What follows belongs to an exercise in optimizing a design on an open flow for small area; a production flow would make more cautious choices.
Function was checked by simulation only, so behaviour that the tests miss may differ from the original.

job 2092:
## dwt_analysis_stage
module dwt_analysis_stage (
    input  logic              clk,
    input  logic              rstn,
    input  logic              clr,
    input  logic              in_valid,
    input  logic signed [8:0] in_data,
    input  logic              coef_we,
    input  logic              coef_sel,
    input  logic [3:0]        coef_addr,
    input  logic signed [8:0] coef_wdata,
    output logic signed [15:0] lo_data,
    output logic signed [15:0] hi_data,
    output logic              out_valid,
    output logic              sat_flag
);
export LEC_CHECK = 0
export CAP_MARGIN = 20
export CORE_MARGIN = 2
export CORE_UTILIZATION = 50
export PLACE_DENSITY = 0.7
export SLEW_MARGIN = 20
export SYNTH_HIERARCHICAL = 1
export SYNTH_MINIMUM_KEEP_SIZE = 0
create_clock -name core_clock -period 7.0 [get_ports {clk}]
standard.sh (not shown) runs the stock make flow with config.mk's settings and CLKGATE_MAP_FILE= SYNTH_SCRIPT=/design/flow/synth_recipe.tcl, a recipe that flattens the netlist after the stock synthesis.
==> flow/flow/run.sh <==
#!/bin/bash
# The standard layout with three changes: the input and output port buffers use
# the smallest buffer cell; clock tree synthesis clusters the flip-flops in groups of
# up to 10 behind clkbuf_4 buffers and adds no dummy loads; after global routing the
# resizer downsizes gates on paths with positive slack (ORFS's RECOVER_POWER step).
set -euo pipefail
export BUFFER_PORTS_ARGS="-buffer_cell sky130_fd_sc_hd__buf_1"
export CTS_ARGS="-sink_clustering_enable -repair_clock_nets -dont_use_dummy_load -buf_list sky130_fd_sc_hd__clkbuf_4 -sink_clustering_size 10 -sink_clustering_max_diameter 60"
export RECOVER_POWER=100
bash standard.sh > standard_flow.log 2>&1
Complete run, failing final checks: job 2092, reason capacitance limit, slew limit.
diff inputs: job 2092 => job 8559
- swapping 50 for 40 in CORE_UTILIZATION
- clearing PLACE_DENSITY, which used to be 0.7
==> flow/flow/run.sh <==
#!/bin/bash
# The standard layout with two changes: the input and output port buffers use
# the smallest buffer cell, and clock tree synthesis clusters the flip-flops in groups
# of up to 10 behind clkbuf_4 buffers and adds no dummy loads.
set -euo pipefail
export BUFFER_PORTS_ARGS="-buffer_cell sky130_fd_sc_hd__buf_1"
export CTS_ARGS="-sink_clustering_enable -repair_clock_nets -dont_use_dummy_load -buf_list sky130_fd_sc_hd__clkbuf_4 -sink_clustering_size 10 -sink_clustering_max_diameter 60"
bash standard.sh > standard_flow.log 2>&1
## What came out
Job 8559 completed; timing, DRC and antenna clean
Re sum of buffers and inverters on the critical path: job 8559 is 1 down on job 2092.
Job 2092 has a lower area overhead of the layout relative to synthesis than job 8559.
Looking at instance count on the critical path across job 2092 and job 8559, the one that comes out higher is job 2092.
The run with more setup slack is job 8559; job 2092 has less.
--- input diff job 8559..job 5283 ---
- CORE_UTILIZATION changed from 40 to 50
- PLACE_DENSITY newly set to 0.7
Results
- Area added between synthesis and finish: job 5283 lower than job 8559
- Diff job 8559 -> job 5283 | maximum net fanout on the critical path | increase of 8
- [job 5283 vs job 8559] initial standard-cell utilization of the core: higher in job 5283
- Job 5283 vs. job 8559: maximum frequency barely changed; fraction of standard cell area in multi-input logic rose by 0.94 points; half-perimeter wire length of the detailed placement result fell 250 um.
Relative to job 5283, the following input files were edited for job 2696:
- clearing PLACE_DENSITY, which used to be 0.7
- putting CTS_BUF_LIST at sky130_fd_sc_hd__clkbuf_8 where nothing was set
- swapping 50 for 40 in CORE_UTILIZATION
==> flow/flow/run.sh <==
#!/bin/bash
# The standard layout, except that the input and output port buffers use the
# smallest buffer cell instead of the one buffer_ports picks by default.
set -euo pipefail
export BUFFER_PORTS_ARGS="-buffer_cell sky130_fd_sc_hd__buf_1"
bash standard.sh > standard_flow.log 2>&1
## What came out
Number of nets with antenna violations after routing came out exactly the same in job 2696 and job 5283.
Non-clock buffer count in the final layout (job 2696 / job 5283): 1.11
Summary of job 2696 over job 5283: height of the die up about 12%; setup slack up 0.045 ns; first-pass GRT wire length up about 1.1%.
Job 5283 -> job 2696: sequential share of the synthesized area delta 0, exact match

* * *

dwt_analysis_stage, a different RTL version from the one above (not shown whole).
Size: roughly 16,000 um^2 of cells after synthesis.
clock: 7.0 ns
lec_check: 0
cap_margin: 20
core_margin: 2
core_utilization: 40
cts_buf_list: sky130_fd_sc_hd__clkbuf_8
slew_margin: 20
synth_hierarchical: 1
synth_minimum_keep_size: 0
run.sh (not shown) runs the stock make flow with config.mk's settings and CLKGATE_MAP_FILE= SYNTH_SCRIPT=/design/flow/synth_recipe.tcl, a recipe that flattens the netlist after the stock synthesis.
Stock flow here: none of the scripts above is used.
The starting point finished clean.
==> next run, changes <==
--- a/flow/config.mk
+++ b/flow/config.mk
@@ -10,3 +10,2 @@
 export CORE_UTILIZATION = 40
-export CTS_BUF_LIST = sky130_fd_sc_hd__clkbuf_8
 export SLEW_MARGIN = 20
Effect:
- The changed run finished clean
- cell area came out higher by 1.1%
- area after synthesis is unchanged
- worst setup slack degrades by 0.0037 ns
- count of clock-buffer cells in the layout is unchanged
- non-clock buffer count does not change
- cell count hardly moves
- wire length drops by 0.30%
- core utilization rises by 0.49 points
- die area stays the same

* * *

== tundra ==
dwt_analysis_stage, a different RTL version from the one above (not shown whole).
For scale: about 1200 cells after synthesis, ~62 I/O pins, about 16000 sq um of cells after synthesis.
export LEC_CHECK = 0
export CAP_MARGIN = 20
export CORE_MARGIN = 2
export CORE_UTILIZATION = 40
export CTS_BUF_LIST = sky130_fd_sc_hd__clkbuf_8
export SLEW_MARGIN = 20
export SYNTH_HIERARCHICAL = 1
export SYNTH_MINIMUM_KEEP_SIZE = 0
create_clock -name core_clock -period 7.0 [get_ports {clk}]
The inputs of maple differ from those of tundra as listed below.
==> flow/flow/run.sh (new file) <==
#!/bin/bash
# The standard layout, except that the input and output port buffers use the
# smallest buffer cell instead of the one buffer_ports picks by default.
set -euo pipefail
export BUFFER_PORTS_ARGS="-buffer_cell sky130_fd_sc_hd__buf_1"
bash standard.sh > standard_flow.log 2>&1
==> flow/standard.sh (new file) <==
#!/bin/bash
# synth_recipe.tcl (not shown) runs the flow's synth.tcl, then flattens the netlist and writes it again
# the make line also repeats each setting of config.mk as NAME=value (left out here)
make -C /OpenROAD-flow-scripts/flow DESIGN_CONFIG=/design/flow/config.mk WORK_HOME=/design/flow/orfs CLKGATE_MAP_FILE= SYNTH_SCRIPT=/design/flow/synth_recipe.tcl "${@:-finish}"
removed: flow/run.sh
- Going from tundra to maple, number of signal-net inverters in the final layout was more or less identical; largest net degree at the start of global routing lower; final area has decreased; detail-routed via count per cell neither gained nor lost much; clock-buffer cell count fell by 2.
- The weighted congestion reported at the end of routability-driven placement reported for maple is smaller than that of tundra by 0.96%.

* * *

dwt_analysis_stage, a different RTL version from the one above (not shown whole).
Size in the first run: ~1100 cells after synthesis, about 210 flip-flops, ~15000 um2 of cells after synthesis.
==> flow/config.mk <==
export PLATFORM = sky130hd
export DESIGN_NAME = dwt_analysis_stage
export DESIGN_NICKNAME = dwt_analysis_stage
export VERILOG_FILES = /design/flow/design.v
export SDC_FILE = /design/flow/constraint.sdc
export NUM_CORES = 4
export LEC_CHECK = 0
export CAP_MARGIN = 20
export CORE_MARGIN = 2
export CORE_UTILIZATION = 50
export PLACE_DENSITY = 0.8
export SLEW_MARGIN = 20
export SYNTH_HIERARCHICAL = 1
export SYNTH_MINIMUM_KEEP_SIZE = 0
==> flow/constraint.sdc <==
create_clock -name core_clock -period 7.0 [get_ports {clk}]
set_input_delay 1.4000 -clock core_clock [delete_from_list [all_inputs] [get_ports {clk}]]
set_output_delay 1.4000 -clock core_clock [all_outputs]
set_load 0.01 [all_outputs]
standard.sh (not shown) runs the stock make flow with config.mk's settings and CLKGATE_MAP_FILE= SYNTH_SCRIPT=/design/flow/synth_recipe.tcl, a recipe that flattens the netlist after the stock synthesis.
==> flow/flow/run.sh <==
#!/bin/bash
# The standard layout with two changes: the input and output port buffers use
# the smallest buffer cell, and clock tree synthesis clusters the flip-flops in groups
# of up to 10 behind clkbuf_4 buffers and adds no dummy loads.
set -euo pipefail
export BUFFER_PORTS_ARGS="-buffer_cell sky130_fd_sc_hd__buf_1"
export CTS_ARGS="-sink_clustering_enable -repair_clock_nets -dont_use_dummy_load -buf_list sky130_fd_sc_hd__clkbuf_4 -sink_clustering_size 10 -sink_clustering_max_diameter 60"
bash standard.sh > standard_flow.log 2>&1
Rerun with:
- PLACE_DENSITY: 0.8 -> 0.7
Clock skew decreases by 0.0081 ns.
Worst setup slack is better by 0.026 ns.
Non-clock buffer count increases by 4.
Sequential cell count is unchanged.
Fmax increases by 0.39%.

==> afterwards: timing with drivers on the ports <==
In the flow no input, the clock included, has a driving cell. The finished layouts below were timed again as built, in two steps. Step 1 sets driving cells, clkbuf_16 on the clock port and buf_2 on the other inputs (assumed; they add their load-dependent delay and slew). Step 2 adds t to the input delays and takes it off the output delays; t is the mean of the earliest and latest rising clock arrival at the registers after step 1. Input paths then give back, and output paths get back, about the clock's delay inside the block. Slacks: no drivers / after step 1 / after step 2; pairs: no drivers / after step 1.
| run | t (ns) | setup slack, ns | worst hold slack (ns) | worst setup path at the end | latest minus earliest clock arrival (ns) |
|---|---|---|---|---|---|
| job 2092 | 0.682 | 0.217 / 0.217 / 0.217 | 0.393 / 0.393 / 0.393 | register to register | 0.037 / 0.037 |
| job 8559 | 0.715 | 0.263 / 0.263 / 0.263 | 0.381 / 0.381 / 0.381 | register to register | 0.078 / 0.078 |
| job 5283 | 0.686 | 0.249 / 0.249 / 0.249 | 0.409 / 0.409 / 0.409 | register to register | 0.040 / 0.040 |
| job 2696 | 0.596 | 0.294 / 0.294 / 0.294 | 0.399 / 0.399 / 0.399 | register to register | 0.046 / 0.046 |
| the first run of note 2 | 0.564 | 0.318 / 0.318 / 0.318 | 0.402 / 0.402 / 0.402 | register to register | 0.020 / 0.020 |
| the second run of note 2 | 0.506 | 0.314 / 0.314 / 0.314 | 0.401 / 0.401 / 0.401 | register to register | 0.016 / 0.017 |
| tundra | 0.537 | 0.245 / 0.245 / 0.245 | 0.403 / 0.403 / 0.403 | register to register | 0.021 / 0.020 |
| maple | 0.563 | 0.307 / 0.307 / 0.307 | 0.412 / 0.412 / 0.412 | register to register | 0.026 / 0.026 |
| the first run of note 4 | 0.680 | 0.250 / 0.250 / 0.250 | 0.397 / 0.397 / 0.397 | register to register | 0.070 / 0.070 |
| the second run of note 4 | 0.699 | 0.276 / 0.276 / 0.276 | 0.351 / 0.351 / 0.351 | register to register | 0.085 / 0.085 |
